Context: an optimization exercise on an open-source flow, tuned for small area, a short achievable clock period and few clock cycles per item. The choices shown serve that exercise and are no tape-out recipe. The RTL was checked by simulation tests, not by an equivalence proof against the original design.

maple:
Design lms_weight_update, start of the top module:
module lms_weight_update
(
    input  logic                       clk,
    input  logic                       rstn,
    input  logic                       start,      
    input  logic [lms_pkg::ERR_W-1:0]  err,        
    input  logic [lms_pkg::REFS_W-1:0] refs,       
    output logic                       busy,       
    output logic                       done,       
    output logic [lms_pkg::BANK_W-1:0] weights     
);
    logic accept;
    lms_seq u_seq (
        .clk    (clk),
        .rstn   (rstn),
        .start  (start),
        .accept (accept),
        .busy   (busy),
        .done   (done)
    );
    weight_bank u_bank (
        .clk     (clk),
        .rstn    (rstn),
        .err     (err),
        .accept  (accept),
        .refs    (refs),
        .weights (weights)
    );
endmodule
Size in the first run: roughly 10000 cells after synthesis.
==> flow/config.mk <==
export PLATFORM = sky130hd
export DESIGN_NAME = lms_weight_update
export DESIGN_NICKNAME = lms_weight_update
export VERILOG_FILES = /design/flow/design.v
export SDC_FILE = /design/flow/constraint.sdc
export NUM_CORES = 4
export LEC_CHECK = 0
export CAP_MARGIN = 20
export CORE_MARGIN = 2
export CORE_UTILIZATION = 55
export SETUP_SLACK_MARGIN = 3.5
export SLEW_MARGIN = 20
export SYNTH_HIERARCHICAL = 1
export SYNTH_MINIMUM_KEEP_SIZE = 0
==> flow/constraint.sdc <==
create_clock -name core_clock -period 9.0 [get_ports {clk}]
set_input_delay 1.8000 -clock core_clock [delete_from_list [all_inputs] [get_ports {clk}]]
set_output_delay 1.8000 -clock core_clock [all_outputs]
set_load 0.01 [all_outputs]
standard.sh (not shown) runs the stock make flow with config.mk's settings and CLKGATE_MAP_FILE= SYNTH_SCRIPT=/design/flow/synth_recipe.tcl, a recipe that flattens the netlist after the stock synthesis.
==> flow/flow/run.sh <==
#!/bin/bash
# Standard layout, with plain buffers on the ports instead of the delay
# buffers buffer_ports picks by default.
set -euo pipefail
export BUFFER_PORTS_ARGS="-buffer_cell sky130_fd_sc_hd__buf_2"
bash standard.sh finish > standard_flow.log 2>&1
Testbench counts of maple, summed over its fixed seeds: cycles 960, sweeps 960.
Setup changes, maple to xenon
Settings: swapping 3.5 for 3.3 in SETUP_SLACK_MARGIN.
==> flow/flow/run.sh <==
#!/bin/bash
# Standard layout, with plain buffers on the ports instead of the delay
# buffers buffer_ports picks by default.
set -euo pipefail
export BUFFER_PORTS_ARGS="-buffer_cell sky130_fd_sc_hd__buf_1"
bash standard.sh finish > standard_flow.log 2>&1
Results
- The share of cell area taken by multi-input logic gates of xenon exceeds that of maple by 0.38 points.
- From maple to xenon the numbers moved as follows: first-iteration DRC count fell by 276; cell count after placement barely changed; setup slack of the critical path after layout went down; number of antenna violations at the first check in global routing lower.
- xenon — fill cell instance count of the final layout 417 higher, maple as reference
- On clock-pin slew of the registers on the worst-case setup and hold paths, xenon tracks maple almost exactly.
- maple was larger in final cell area than xenon.
Relative to xenon, the following input files were edited for lagoon:
Settings: changing SETUP_SLACK_MARGIN from 3.3 to 3.8.
==> flow/flow/run.sh <==
#!/bin/bash
# Standard layout, with plain buffers on the ports instead of the delay
# buffers buffer_ports picks by default.
set -euo pipefail
export BUFFER_PORTS_ARGS="-buffer_cell sky130_fd_sc_hd__buf_2"
bash standard.sh finish > standard_flow.log 2>&1
Findings:
- [compare] base=xenon new=lagoon: share of layout cells above drive strength 1 up 17 points, post-synthesis to final-layout area growth up 7.8 points, register-to-register slack up 30 ps, minimum period implied by the final worst setup slack down 350 ps, maximum frequency up about 7%.
- Going from xenon to lagoon, the slew at the pin with the worst max-slew slack was found to have gone down by 5.9 ps.


Another version of the RTL of lms_weight_update (not shown whole).
Size in the first run: ~88000 um^2 of cells after synthesis.
Settings: LEC_CHECK=0, CAP_MARGIN=20, CORE_MARGIN=2, CORE_UTILIZATION=40, SLEW_MARGIN=20, SYNTH_HIERARCHICAL=1, SYNTH_MINIMUM_KEEP_SIZE=0; clock period 9.0 ns.
run.sh (not shown) runs the stock make flow with config.mk's settings and CLKGATE_MAP_FILE= SYNTH_SCRIPT=/design/flow/synth_recipe.tcl, a recipe that flattens the netlist after the stock synthesis.
Stock flow here: none of the scripts above is used.
The first run passed the timing, DRC and antenna checks.
Testbench counts at the start, summed over its fixed seeds: cycles 960, sweeps 960.
Then changed:
==> flow/flow/run.sh (new file) <==
#!/bin/bash
# Standard layout, with plain buffers on the ports instead of the delay
# buffers buffer_ports picks by default.
set -euo pipefail
export BUFFER_PORTS_ARGS="-buffer_cell sky130_fd_sc_hd__buf_2"
bash standard.sh finish > standard_flow.log 2>&1
==> flow/standard.sh (new file) <==
#!/bin/bash
# synth_recipe.tcl (not shown) runs the flow's synth.tcl, then flattens the netlist and writes it again
# the make line also repeats each setting of config.mk as NAME=value (left out here)
make -C /OpenROAD-flow-scripts/flow DESIGN_CONFIG=/design/flow/config.mk WORK_HOME=/design/flow/orfs CLKGATE_MAP_FILE= SYNTH_SCRIPT=/design/flow/synth_recipe.tcl "${@:-finish}"
Settings changed: CORE_UTILIZATION 40 to 55, SETUP_SLACK_MARGIN from default to 3.0.
removed: flow/run.sh
Outcome:
- The new run produced a clean layout
- global-route usage rose by 13 points
- routed wire length rose by roughly a tenth
- hold slack loses 9.0 ps
- register-to-register slack gains 210 ps
- via count rose by a little under a tenth


lms_weight_update, a different RTL version from the one above (not shown whole).
Size in the first run: ~10,000 cells after synthesis, ~750 I/O pins, roughly 110,000 µm² of cells after synthesis.
==> flow/config.mk <==
export PLATFORM = sky130hd
export DESIGN_NAME = lms_weight_update
export DESIGN_NICKNAME = lms_weight_update
export VERILOG_FILES = /design/flow/design.v
export SDC_FILE = /design/flow/constraint.sdc
export NUM_CORES = 4
export LEC_CHECK = 0
export CAP_MARGIN = 20
export CORE_MARGIN = 2
export CORE_UTILIZATION = 55
export SETUP_SLACK_MARGIN = 3.8
export SLEW_MARGIN = 20
export SYNTH_HIERARCHICAL = 1
export SYNTH_MINIMUM_KEEP_SIZE = 0
==> flow/constraint.sdc <==
create_clock -name core_clock -period 9.0 [get_ports {clk}]
set_input_delay 1.8000 -clock core_clock [delete_from_list [all_inputs] [get_ports {clk}]]
set_output_delay 1.8000 -clock core_clock [all_outputs]
set_load 0.01 [all_outputs]
standard.sh (not shown) runs the stock make flow with config.mk's settings and CLKGATE_MAP_FILE= SYNTH_SCRIPT=/design/flow/synth_recipe.tcl, a recipe that flattens the netlist after the stock synthesis.
==> flow/flow/run.sh <==
#!/bin/bash
# Standard layout, with plain buffers on the ports instead of the delay
# buffers buffer_ports picks by default.
set -euo pipefail
export BUFFER_PORTS_ARGS="-buffer_cell sky130_fd_sc_hd__buf_1"
bash standard.sh finish > standard_flow.log 2>&1
The first run completed with no timing, DRC or antenna violations.
Testbench counts at the start, summed over its fixed seeds: cycles 960, sweeps 960.
Edit:
--- a/flow/flow/run.sh
+++ b/flow/flow/run.sh
@@ -5 +5 @@
-export BUFFER_PORTS_ARGS="-buffer_cell sky130_fd_sc_hd__buf_1"
+export BUFFER_PORTS_ARGS="-buffer_cell sky130_fd_sc_hd__buf_2"
- CORE_UTILIZATION: 55 -> 65
Effect: Wire length falls by 2.7%. Non-clock buffer count falls by 65. Sequential cell count is unchanged. Design area falls by 0.94%. First-iteration DRC count rises by 11%.


== build 82 ==
Starting RTL as in the previous note.
export LEC_CHECK = 0
export CAP_MARGIN = 20
export CORE_MARGIN = 2
export CORE_UTILIZATION = 55
export SETUP_SLACK_MARGIN = 4.0
export SLEW_MARGIN = 20
export SYNTH_HIERARCHICAL = 1
export SYNTH_MINIMUM_KEEP_SIZE = 0
create_clock -name core_clock -period 9.0 [get_ports {clk}]
==> flow/flow/run.sh <==
#!/bin/bash
# Standard layout, with plain buffers on the ports instead of the delay
# buffers buffer_ports picks by default.
set -euo pipefail
export BUFFER_PORTS_ARGS="-buffer_cell sky130_fd_sc_hd__buf_1"
bash standard.sh finish > standard_flow.log 2>&1
Build 82 went all the way through the flow, and no timing, DRC or antenna check failed.
Testbench counts of build 82, summed over its fixed seeds: cycles 960, sweeps 960.
### build 82 -> build 34
- swapping 4.0 for 3.5 in SETUP_SLACK_MARGIN
--- a/flow/flow/run.sh
+++ b/flow/flow/run.sh
@@ -4,3 +4,3 @@
 set -euo pipefail
-export BUFFER_PORTS_ARGS="-buffer_cell sky130_fd_sc_hd__buf_1"
+export BUFFER_PORTS_ARGS="-buffer_cell sky130_fd_sc_hd__buf_2"
 bash standard.sh finish > standard_flow.log 2>&1
[summary]
Changes observed in build 34 relative to build 82: period utilization higher, met2 capacity usage during global routing moved down, met1 wire length down 3400 µm. [compare] base=build 82 new=build 34: final instance area now sits lower; global-route wire length before repair now sits lower. Build 82 vs build 34, slowest cell on the critical path: sky130_fd_sc_hd__dfstp_2 vs sky130_fd_sc_hd__and2_1. Clock skew delta for build 34 relative to build 82: 0.011 ns lower. Build 34 against build 82: worst slack at placement -0.22 ns. Side by side, maximum frequency from static timing analysis turned out lower in build 34 than in build 82.
Setup changes, build 34 to build 1
- SETUP_SLACK_MARGIN now 3.8, was 3.5
[summary]
The standard cells in build 1 occupy more silicon area than those in build 34 do.
In the metrics for build 1 and build 34, the one carrying the lower number of logic stages on the critical path including buffering is build 34.
Build 34 has a lower total clock buffers created by CTS than build 1.
Capturing instance or port of the critical path = u_bank.g_tap[3].u_mac.qw[13]$_DFF_PN1_: build 1; capturing instance or port of the critical path = u_bank.g_tap[11].u_mac.qw[15]$_DFF_PN1_: build 34

[port drivers added, routing unchanged]
The results above use ideal ports. As a check the final layouts listed here were re-extracted and re-timed, cells and wires unchanged.
Step 1 (the two cells are an assumption about what drives the block):
set clk [get_ports {clk}]
set_driving_cell -lib_cell sky130_fd_sc_hd__clkbuf_16 $clk
set_driving_cell -lib_cell sky130_fd_sc_hd__buf_2 [delete_from_list [all_inputs] $clk]
Step 2, shift: input delay + t, output delay - t, t = (earliest + latest rising clock arrival at the registers) / 2. This alone moves slack from input paths to output paths.
Slacks: no drivers / after step 1 / after step 2; pairs: no drivers / after step 1.
run	shift t [ns]	setup slack, ns	worst setup path after step 2	latest minus earliest clock arrival (ns)
maple	0.825	3.558 / 3.340 / 2.516	input to register	0.040 / 0.039
xenon	0.830	3.356 / 3.328 / 2.498	input to register	0.047 / 0.047
lagoon	0.823	3.710 / 3.397 / 2.574	input to register	0.060 / 0.060
the first run of note 2	0.795	1.270 / 1.332 / 0.537	input to register	0.050 / 0.050
the second run of note 2	0.814	2.421 / 2.259 / 1.445	input to register	0.063 / 0.062
the first run of note 3	0.836	3.775 / 3.568 / 2.732	input to register	0.036 / 0.036
the second run of note 3	0.818	3.815 / 3.534 / 2.717	input to register	0.038 / 0.037
build 82	0.855	3.888 / 3.762 / 2.907	input to register	0.039 / 0.040
build 34	0.836	3.578 / 3.523 / 2.780	input to register	0.032 / 0.032
build 1	0.838	3.808 / 3.491 / 2.653	input to register	0.041 / 0.042
After both steps every run listed still meets setup and hold. For build 1, which loses most, drivers alone change the setup slack by -0.317 ns; drivers and shift together by -1.155 ns.
